This design comes from an exercise in tuning for small area, a short achievable clock period and few clock cycles on the open sky130 flow, not from production work.
RTL that was checked went through simulation tests only; none was proved equivalent to the original.

Design processor_pool_task_scheduler, start of the top module:
module processor_pool_task_scheduler #(
  parameter int unsigned QUEUE_DEPTH    = 16,
  parameter int unsigned RUN_SLOTS      = 64,
  parameter int unsigned MAX_PROCESSORS = 64
) (
  input  logic              clk_i,
  input  logic              rst_ni,
  input  logic              start,
  output logic              busy,
  input  logic [12:0]       req_i,
  output logic              result_valid_o,
  output logic [160:0]      result_o,
  input  logic              cfg_valid_i,
  output logic              cfg_ready_o,
  input  logic [6:0]        cfg_data_i
);
make LEC_CHECK=0 CAP_MARGIN=20 CORE_MARGIN=2 CORE_UTILIZATION=40 SETUP_SLACK_MARGIN=5.0 SLEW_MARGIN=20 finish   # period 8.0 ns
run.sh (not shown) runs the stock make flow with config.mk's settings and CLKGATE_MAP_FILE= SYNTH_SCRIPT=/design/flow/synth_recipe.tcl, a recipe that flattens the netlist after the stock synthesis.
Testbench counts at the start, summed over its fixed seeds: cycles 6,434.
Change:
- SETUP_SLACK_MARGIN: 5.0 -> 4.0
What happened: The new run ran to the end with no violations; routed wire length came out lower by 13%; global-route usage came out lower by 3.8 points; clock skew came out lower by 19 ps.


run A:
Another version of the RTL of processor_pool_task_scheduler (not shown whole).
For scale: roughly 4300 cells after synthesis, ~190 I/O pins, ~45000 um^2 of cells after synthesis.
Settings: LEC_CHECK=0, CAP_MARGIN=20, CORE_MARGIN=2, CORE_UTILIZATION=40, CTS_BUF_LIST=sky130_fd_sc_hd__clkbuf_8, SETUP_SLACK_MARGIN=4.0, SLEW_MARGIN=20; clock period 8.0 ns.
For run B, these inputs were changed with respect to run A:
diff --git a/flow/config.mk b/flow/config.mk
--- a/flow/config.mk
+++ b/flow/config.mk
@@ -10,4 +10,4 @@
 export CORE_UTILIZATION = 40
 export CTS_BUF_LIST = sky130_fd_sc_hd__clkbuf_8
-export SETUP_SLACK_MARGIN = 4.0
+export SETUP_SLACK_MARGIN = 4.5
 export SLEW_MARGIN = 20
Findings:
- Run B vs run A: count of instances resized after the clock tree is built up
- [run B vs run A] clock tree skew after final layout: lower in run B
- Run B finished every step from synthesis to the final layout, and the layout passed the timing, design-rule and antenna checks.
- Worst-margin pin slew was lower in run A than in run B.
- Run B drops more vias than run A.
No functional check of the RTL was part of any run of this note.


Another version of the RTL of processor_pool_task_scheduler (not shown whole).
Size in the first run: about 4500 cells after synthesis, roughly 190 I/O pins.
make LEC_CHECK=0 CAP_MARGIN=20 CORE_MARGIN=2 CORE_UTILIZATION=40 SETUP_SLACK_MARGIN=4.0 SLEW_MARGIN=20 finish   # period 8.0 ns
Edit:
- CTS_BUF_LIST: not set -> sky130_fd_sc_hd__clkbuf_8
Effect:
- register-to-register slack gains 0.05 ns
- die area does not change
- synthesized cell count does not change
- global-route usage went down by 0.15 points
No functional check of the RTL was part of any run of this note.


== v11 ==
Another version of the RTL of processor_pool_task_scheduler (not shown whole).
Size in the first run: roughly 4,300 cells after synthesis, roughly 760 flip-flops, roughly 190 I/O pins.
Settings: LEC_CHECK=0, CAP_MARGIN=20, CORE_MARGIN=2, CORE_UTILIZATION=40, SETUP_SLACK_MARGIN=3.7, SLEW_MARGIN=20; clock period 8.0 ns.
Testbench counts of v11, summed over its fixed seeds: cycles 6,434.
The inputs of v37 differ from those of v11 as listed below.
- PLACE_DENSITY now 0.75, previously not set
- SETUP_SLACK_MARGIN now 4.0, was 3.7
[compare] base=v11 new=v37: share of final layout cell area taken by non-clock buffers saw an increase.
When the final numbers for v37 and v11 were put side by side, the final critical delay including setup and external delays turned out to be smaller in v37.
Of v37 and v11, the run reporting the higher met3 usage in global routing was v37.
The inputs of v47 differ from those of v37 as listed below.
- PLACE_DENSITY: 0.75 -> unset
[summary]
v37 → v47: layout multi-input combinational cell count comparable; total global-route track usage climbed 0.45 points; number of instances resized during post-cts repair up about 15%; cell area rose about 0.75%.
Changes in v6 relative to v47:
- SETUP_SLACK_MARGIN now 4.2, was 4.0
- CORE_UTILIZATION now 50, was 40
==> summary.txt <==
Die: v6 smaller than v47. Re relative slew slack: v47 was lower than v6. Changes observed in v6 relative to v47: via count of the first global-routing pass moved up, global-route wire length before repair moved up, routed wire length level. [compare] base=v47 new=v6: fraction of area in registers has decreased; post-route standard cell area excluding fillers has increased. Re routed wire length on met3: v6 is 940 um down on v47.
Here is what was changed in the inputs of v51 compared with v6.
- swapping 4.2 for 4.0 in SETUP_SLACK_MARGIN
- swapping 50 for 40 in CORE_UTILIZATION
- swapping 20 for 5 in SLEW_MARGIN
- swapping 20 for 5 in CAP_MARGIN
Findings:
Between v6 and v51, non-filler instance count after layout increased. Relative to v6, the number of cells on the critical path of v51 is lower by 3. When the final numbers for v51 and v6 were put side by side, the tightest slew margin relative to the limit turned out to be smaller in v51. Delta (v51 minus v6): non-clock buffer count shrank by 61; number of buffers added by the clock tree synthesis step grew by 3; initial antenna violation count shrank by 2; count of standard-cell rows grew by about 12%.


Another version of the RTL of processor_pool_task_scheduler (not shown whole).
For scale: ~4500 cells after synthesis, roughly 190 I/O pins, roughly 0.047 mm^2 of cells after synthesis.
Settings: LEC_CHECK=0, CAP_MARGIN=20, CORE_MARGIN=2, CORE_UTILIZATION=40, SETUP_SLACK_MARGIN=4.3, SLEW_MARGIN=20; clock period 8.0 ns.
The starting point completed without violations.
Edit:
SETUP_SLACK_MARGIN = 4.0   (was 4.3)
Outcome: Wire length fell by a few percent; clock-buffer cell count rose by 1; utilization fell by 3.9 points.
Function was not checked in any run of this note: the RTL went through the layout flow alone.


Another version of the RTL of processor_pool_task_scheduler (not shown whole).
For scale: roughly 710 flip-flops, ~190 I/O pins, about 45000 um^2 of cells after synthesis.
make LEC_CHECK=0 CAP_MARGIN=20 CORE_MARGIN=2 CORE_UTILIZATION=40 SLEW_MARGIN=20 finish   # period 8.0 ns
Then changed:
- SETUP_SLACK_MARGIN: unset -> 3.5
Outcome:
- die area does not change
- final area climbs by 11%
- synthesized cell count does not change
- via count rises by 6.2%
- wire length grows by 11%
- final cell count went up by 4.2%
- utilization rises by 5.3 points
- count of clock-buffer cells in the layout decreases by 12
- global-route usage grows by 1.9 points
No run of this note included a check of the RTL's function; only the layout flow was run.

## afterwards: timing with drivers on the ports
How much do the figures lean on ideal ports? The routed layouts below were timed once more, with nothing changed but the port constraints.
Step 1, drivers: a clkbuf_16 drives clk_i and a buf_2 each remaining input, both assumed.
Step 2 adds t to the input delays and takes it off the output delays; t is the mean of the earliest and latest rising clock arrival at the registers after step 1. Input paths then give back, and output paths get back, about the clock's delay inside the block.
Slacks: no drivers / after step 1 / after step 2; pairs: no drivers / after step 1.
| run | t, ns | setup WS [ns] | worst hold slack (ns) | worst setup path at the end | slew at the worst register clock pin (ns) |
|---|---|---|---|---|---|
| the first run of note 1 | 0.760 | 3.378 / 3.378 / 3.228 | 0.469 / 0.469 / 0.469 | input to register | 0.07 / 0.07 |
| the second run of note 1 | 0.752 | 3.478 / 3.478 / 3.104 | 0.468 / 0.468 / 0.468 | input to register | 0.07 / 0.07 |
| run A | 0.928 | 3.357 / 3.357 / 2.863 | 0.468 / 0.468 / 0.468 | input to register | 0.07 / 0.07 |
| run B | 0.898 | 3.334 / 3.334 / 2.790 | 0.470 / 0.470 / 0.470 | input to register | 0.07 / 0.07 |
| the first run of note 3 | 0.738 | 2.518 / 2.518 / 2.518 | 0.460 / 0.460 / 0.460 | register to register | 0.07 / 0.07 |
| the second run of note 3 | 0.908 | 2.572 / 2.572 / 2.572 | 0.466 / 0.466 / 0.466 | register to register | 0.07 / 0.07 |
| v11 | 0.759 | 3.587 / 3.587 / 3.084 | 0.476 / 0.476 / 0.476 | input to register | 0.07 / 0.07 |
| v37 | 0.750 | 3.757 / 3.757 / 3.265 | 0.472 / 0.472 / 0.472 | input to register | 0.07 / 0.07 |
| v47 | 0.766 | 3.862 / 3.862 / 3.425 | 0.476 / 0.476 / 0.476 | input to register | 0.07 / 0.07 |
| v6 | 0.739 | 3.724 / 3.724 / 3.422 | 0.471 / 0.471 / 0.471 | input to register | 0.07 / 0.07 |
| v51 | 0.752 | 3.756 / 3.756 / 3.225 | 0.474 / 0.474 / 0.474 | input to register | 0.07 / 0.07 |
| the first run of note 5 | 0.770 | 3.886 / 3.886 / 3.415 | 0.472 / 0.472 / 0.472 | input to register | 0.07 / 0.07 |
| the second run of note 5 | 0.770 | 3.898 / 3.898 / 3.349 | 0.471 / 0.471 / 0.471 | input to register | 0.07 / 0.07 |
| the first run of note 6 | 0.735 | 0.755 / 0.755 / 0.755 | 0.473 / 0.473 / 0.473 | register to register | 0.06 / 0.06 |
| the second run of note 6 | 0.745 | 2.717 / 2.717 / 2.717 | 0.462 / 0.462 / 0.462 | register to register | 0.07 / 0.07 |
After both steps every run listed still meets setup and hold. The setup slack of the second run of note 5, which loses most, moves by 0.000 ns with the drivers and by -0.549 ns with both steps.
